Context: an optimization exercise on an open-source flow, tuned for small area, a short achievable clock period and few clock cycles per item. The choices shown serve that exercise and are no tape-out recipe. In this exercise RTL edits were held to simulation tests only and were not proved equivalent to the original.

### flow/config.mk
export PLATFORM = sky130hd
export DESIGN_NAME = mult_arbiter
export DESIGN_NICKNAME = mult_arbiter
export VERILOG_FILES = /design/flow/design.v
export SDC_FILE = /design/flow/constraint.sdc
export NUM_CORES = 4
export LEC_CHECK = 0
export CAP_MARGIN = 20
export CORE_MARGIN = 2
export CORE_UTILIZATION = 40
export SLEW_MARGIN = 20
### flow/constraint.sdc
create_clock -name core_clock -period 10.0 [get_ports {clk}]
set_input_delay 2.0000 -clock core_clock [delete_from_list [all_inputs] [get_ports {clk}]]
set_output_delay 2.0000 -clock core_clock [all_outputs]
set_load 0.01 [all_outputs]
### flow/design.v
module tree_multiplier (
    input  logic signed [31:0] i_a,
    input  logic signed [31:0] i_b,
    output logic signed [63:0] o_p
);
    logic signed [63:0] w_a_ext;
    logic signed [63:0] w_l0 [0:31];
    logic signed [63:0] w_l1 [0:15];
    logic signed [63:0] w_l2 [0:7];
    logic signed [63:0] w_l3 [0:3];
    logic signed [63:0] w_l4 [0:1];
    assign w_a_ext = {{32{i_a[31]}}, i_a};
    for (genvar i = 0; i < 32; i++) begin : g_pp
        if (i == 31) begin : g_neg
            assign w_l0[i] = i_b[i] ? -(w_a_ext <<< i) : '0;
        end else begin : g_pos
            assign w_l0[i] = i_b[i] ? (w_a_ext <<< i) : '0;
        end
    end
    for (genvar k = 0; k < 16; k++) begin : g_l1
        assign w_l1[k] = w_l0[2*k] + w_l0[2*k+1];
    end
    for (genvar k = 0; k < 8; k++) begin : g_l2
        assign w_l2[k] = w_l1[2*k] + w_l1[2*k+1];
    end
    for (genvar k = 0; k < 4; k++) begin : g_l3
        assign w_l3[k] = w_l2[2*k] + w_l2[2*k+1];
    end
    for (genvar k = 0; k < 2; k++) begin : g_l4
        assign w_l4[k] = w_l3[2*k] + w_l3[2*k+1];
    end
    assign o_p = w_l4[0] + w_l4[1];
endmodule
module mult_arbiter #(
    parameter bit RR_EN = 1'b1
) (
    input  logic               clk,
    input  logic               rst,
    input  logic               req0_valid,
    input  logic signed [31:0] req0_a,
    input  logic signed [31:0] req0_b,
    output logic               req0_ready,
    input  logic               req1_valid,
    input  logic signed [31:0] req1_a,
    input  logic signed [31:0] req1_b,
    output logic               req1_ready,
    output logic               res_valid,
    input  logic               res_ready,
    output logic signed [63:0] res_data,
    output logic               res_id,
    output logic               busy
);
    typedef enum logic [1:0] {S_IDLE, S_CALC, S_DONE} state_t;
    state_t             r_state;
    logic signed [31:0] r_a;
    logic signed [31:0] r_b;
    logic               r_id;
    logic               r_last_grant;
    logic signed [63:0] r_res_data;
    logic               r_res_id;
    logic               r_res_valid;
    logic               r_busy;
    logic               w_pick1;
    logic               w_accept;
    logic signed [63:0] w_prod;
    assign w_pick1    = req1_valid && (!req0_valid || (RR_EN && !r_last_grant));
    assign req0_ready = !rst && (r_state == S_IDLE) && req0_valid && !w_pick1;
    assign req1_ready = !rst && (r_state == S_IDLE) && w_pick1;
    assign w_accept   = req0_ready || req1_ready;
    tree_multiplier u_mult (
        .i_a (r_a),
        .i_b (r_b),
        .o_p (w_prod)
    );
    always_ff @(posedge clk or posedge rst) begin
        if (rst) begin
            r_state      <= S_IDLE;
            r_a          <= '0;
            r_b          <= '0;
            r_id         <= 1'b0;
            r_last_grant <= 1'b1;
            r_res_data   <= '0;
            r_res_id     <= 1'b0;
            r_res_valid  <= 1'b0;
            r_busy       <= 1'b0;
        end else begin
            case (r_state)
                S_IDLE: begin
                    if (w_accept) begin
                        r_a          <= w_pick1 ? req1_a : req0_a;
                        r_b          <= w_pick1 ? req1_b : req0_b;
                        r_id         <= w_pick1;
                        r_last_grant <= w_pick1;
                        r_busy       <= 1'b1;
                        r_state      <= S_CALC;
                    end
                end
                S_CALC: begin
                    r_res_data  <= w_prod;
                    r_res_id    <= r_id;
                    r_res_valid <= 1'b1;
                    r_state     <= S_DONE;
                end
                S_DONE: begin
                    if (res_ready) begin
                        r_res_valid <= 1'b0;
                        r_busy      <= 1'b0;
                        r_state     <= S_IDLE;
                    end
                end
                default: r_state <= S_IDLE;
            endcase
        end
    end
    assign res_valid = r_res_valid;
    assign res_data  = r_res_data;
    assign res_id    = r_res_id;
    assign busy      = r_busy;
endmodule
### flow/run.sh
#!/bin/bash
# synth_recipe.tcl (not shown) runs the flow's synth.tcl, then flattens the netlist and writes it again
# the make line also repeats each setting of config.mk as NAME=value (left out here)
make -C /OpenROAD-flow-scripts/flow DESIGN_CONFIG=/design/flow/config.mk WORK_HOME=/design/flow/orfs CLKGATE_MAP_FILE= SYNTH_SCRIPT=/design/flow/synth_recipe.tcl finish
==> run summary <==
The TritonCTS sink count came out at 135. In this run the remaining antenna-violating nets after routing total 0. Of all nets on the critical path, the largest fanout is 35.

The Yosys warning count came out at 7. The die outline height came out at 328 um. The run finished with no timing, DRC or antenna violations.

Entering global routing, the biggest net connects 90 pins. The minimum clock period is 9180 ps. The initial antenna violation count is 3. The final instance area is 46000 um^2.

The initial cell density of the core is 40.5%. The total overflow left after global routing is 0. The full die area is 108000 um^2.

The count of buffers inserted at the top-level ports is 201. The met3 track utilization from global routing is 2.65%. The area growth from synthesis to layout is 9.59%. The predominant post-synthesis flop cell is dfrtp_1. The critical path in this run is classified as reg -> reg. For this block, the via count after detailed routing is 30499. The kind of path behind the tightest hold check is reg -> reg. The number of instances in the synthesized netlist is 4554. Headroom to the max-slew limit came out at 26.4%. The count of placed standard cells including taps is 5952. The number of global-route vias before repair was 33450. By area the synthesized netlist is led by fa_1 52%, inv_1 9.5%, dfrtp_1 8.0%, nand2_1 7.0%, and2_1 5.6%. For this run, the post-layout net count is 5985. The number of enable-type register cells in the synthesized netlist came out at 0.

The final count of negative-setup-slack endpoints is 0. The worst path arrival time came out at 9600 ps. The count of endpoints failing hold in the final timing report is 0. The fraction of the cycle the final worst path needs came out at 91.8%. TritonCTS built the clock tree. The number of distinct library cell variants in the gate-level netlist after synthesis came out at 62. The number of inserted filler cells in the final layout is 10157. The number of max-cap violations came out at 0. The met2 layer usage reported by global route is 41.9%. The clock skew after layout came out at 28.1 ps.

The number of nets produced by synthesis is 5947. At the worst endpoint, the required time is 10420 ps. The number of gates given a new drive strength after cts came out at 0.

The slew at the pin closest to its max-slew limit came out at 1100 ps. The final cell count without fillers is 5985. The wire length of the first global-routing pass came out at 194 mm.

The final weighted congestion in routability-driven placement came out at 0.894. The x dimension of the die is 328 um. The busiest layer in global routing is met2.

The HPWL after detailed placement came out at 97.0 mm. STA classifies the critical path startpoint as a flip-flop. The routed length per placed instance came out at 20.3 um. In the routed design, unresolved DRC markers number 0. Averaged over all synthesized cells, the footprint is 9.22 um^2. The highest achievable clock rate is 109 MHz.

The count of boundary I/O pins came out at 202. The max-slew violation count is 0. The H-tree depth is 4. The number of violations reported at the end of detailed-routing iteration 0 came out at 1937. The fraction of the yosys area taken by sequential cells is 8.05%. Of the post-synthesis cell area, the dominant cell type holds 51.9%.

Of the cells placed in the final design, the portion with a size suffix greater than 1 is 3.04%. The overall routing resource usage came out at 23.7%. The clock passes through at most 2 buffers.

Setup repair after global routing left no endpoint under its margin. The clock insertion delay at the later pin of the skew report came out at 500 ps. The clock transition at the registers of the reported paths is 90 ps. The routed design has 121 mm of wire. The global routing usage on met1 came out at 30.5%.

After synthesis the netlist holds a flip-flop and latch count of 135. The final setup TNS came out at 0 ps. Row generation in the floorplan step produced 118 rows. The fraction of synthesis flops using an asynchronous set or reset pin is 100%. The tree is rooted in a clkbuf_16. Hold repair after CTS inserted 0 buffers. The number of buffers created by CTS came out at 17. The antenna diode instance count is 0.

The worst setup path is captured at a flip-flop. In the routed layout, each cell is associated on average with a via count of 5.10. The total standard cell area after synthesis is 42000 um^2. The total iterations of the first detailed-routing run came out at 6.

The post-CTS repair timing setup buffer count is 0. In this run the cell area measured after placement is 45400 um^2. The core box area came out at 104000 um^2. The synthesized design spends more area on one cell type than any other, namely fa_1.
-- per-stage QoR --
stage	util, %	setup WS, ps	hold WS (ps)
2_1_floorplan	-	1580	439
3_3_place_gp	43.8	1030	451
3_5_place_dp	43.8	952	455
4_1_cts	44.3	903	471
5_1_grt	44.4	503	490
6_report	44.4	824	469
-- placed cells by master, fill, tap and decap left out, types with 4 or more instances in the layout --
cell,count
xnor2_1,45
a211oi_1,6
o311ai_0,5
clkbuf_16,17
and2_1,375
nand4_1,10
and3_1,18
fa_1,1088
clkdlybuf4s50_1,201
nand3b_1,4
nor2_1,97
inv_6,5
a21oi_1,122
nor3_1,19
a21o_1,36
inv_1,1058
o21a_1,16
nor2b_1,5
nand3_1,16
ha_1,172
buf_4,84
or3_1,11
or4_1,5
o21bai_1,9
inv_8,6
nand2b_1,8
xor2_1,31
dfrtp_1,131
o21ai_0,73
and4_1,4
nand2_1,780
a31oi_1,5
o211ai_1,10
o31ai_1,6
mux2i_1,66
nor4_1,4
-- worst max-delay path, cell delays in order, from the launching register on --
cell and delay (ps):
dfrtp_1 380, buf_4 300, or3b_2 620, or4_4 510
xor2_1 160, and2_1 190, fa_1 470, inv_1 50
fa_1 500, fa_1 430, fa_1 510, fa_1 430
fa_1 490, inv_1 50, fa_1 470, inv_1 50
fa_1 490, inv_1 40, ha_1 410, and3_1 200
and4_1 240, or4b_2 580, o21ai_0 490, o21ai_0 310
a31oi_1 250, o21bai_1 160, o221ai_2 190, a21o_1 100
-- path summary, 6_finish.rpt --
path	from	endpoint	slack, ps	cells after the start
hold / removal	r_res_data[36]	r_res_data[36]	470	2
hold reg to reg	r_res_data[36]	r_res_data[36]	470	2
setup / recovery	r_a[2]	r_res_data[63]	820	27
setup reg to reg	r_a[2]	r_res_data[63]	820	27
max in group asynchronous	rst	r_a[14]	6420	3
min in group asynchronous	rst	r_b[31]	2070	2
-- synth_stat cells (9+ instances only) --
master and instances:
xor2_1 31, o21a_1 17, and2_1 375, mux2i_1 66, or3_1 11, ha_1 172, nand2_1 780, a21o_1 36
xnor2_1 45, clkbuf_1 250, nand2b_1 9, dfrtp_1 134, fa_1 1088, nor3_1 19, nand3_1 16, a21oi_1 122
o211ai_1 10, o21bai_1 9, nand4_1 10, inv_1 1059, buf_1 14, and3_1 18, nor2_1 97, o21ai_0 73
-- state kept, by name (all words and copies together), names as in the netlist --
signal	count
r_last_grant	1
r_res_id	1
r_res_data	64
r_b	32
r_id	1
r_state	2
r_busy	1
r_res_valid	1
r_a	32
-- metal layers --
layer | vias to the layer above | part of all wire, % | wire, um
li1 | 13245 | - | -
met1 | 16156 | 40 | 48600
met2 | 894 | 52 | 62600
met3 | 204 | 5.0 | 6080
met4 | 0 | 3.4 | 4070
met5 | - | 0 | 0
-- cells by family after synthesis --
group / count (synthesis) / share of synthesized area [%]
adders and majority gates: 1260 / 57.0
xor gates and xnor gates: 77 / 1.62
and+or+nand+nor: 1372 / 15.2
buffers and inverters: 1328 / 11.9
AOI/OAI and AO/OA: 316 / 4.63
DFF: 135 / 8.05
muxes: 66 / 1.57
-- final cells by class --
type	instances	area (um^2)	share of cell area, %
clock buffers	17	425	0.924
inverters	1059	3980	8.65
multi-input cells	3091	33600	73.1
flip-flops and latches	135	3380	7.35
well taps	1380	1730	3.75
repair buffers	288	2700	5.86
clock inverters	15	175	0.381
Testbench counts, summed over its fixed seeds: cycles 6,144, items 2,048.

==> re-timing with driven ports <==
The flow's constraints put no driver on any port. The routed layout listed below was extracted and timed again, unchanged, in two steps. Step 1 (the two cells are an assumption about what drives the block):
set clk [get_ports {clk}]
set_driving_cell -lib_cell sky130_fd_sc_hd__clkbuf_16 $clk
set_driving_cell -lib_cell sky130_fd_sc_hd__buf_2 [delete_from_list [all_inputs] $clk]
Step 2 adds t to the input delays and takes it off the output delays; t is the mean of the earliest and latest rising clock arrival at the registers after step 1. Input paths then give back, and output paths get back, about the clock's delay inside the block. Slacks: no drivers / after step 1 / after step 2; pairs: no drivers / after step 1.
t, ns: 0.549
slack for setup (ns): 0.824 / 0.824 / 0.824
clock arrival spread, ns: 0.028 / 0.028
slew at the worst register clock pin (ns): 0.09 / 0.09
After both steps this run still meets setup and hold. The setup slack of this run moves by 0.000 ns with the drivers and by 0.000 ns with both steps.
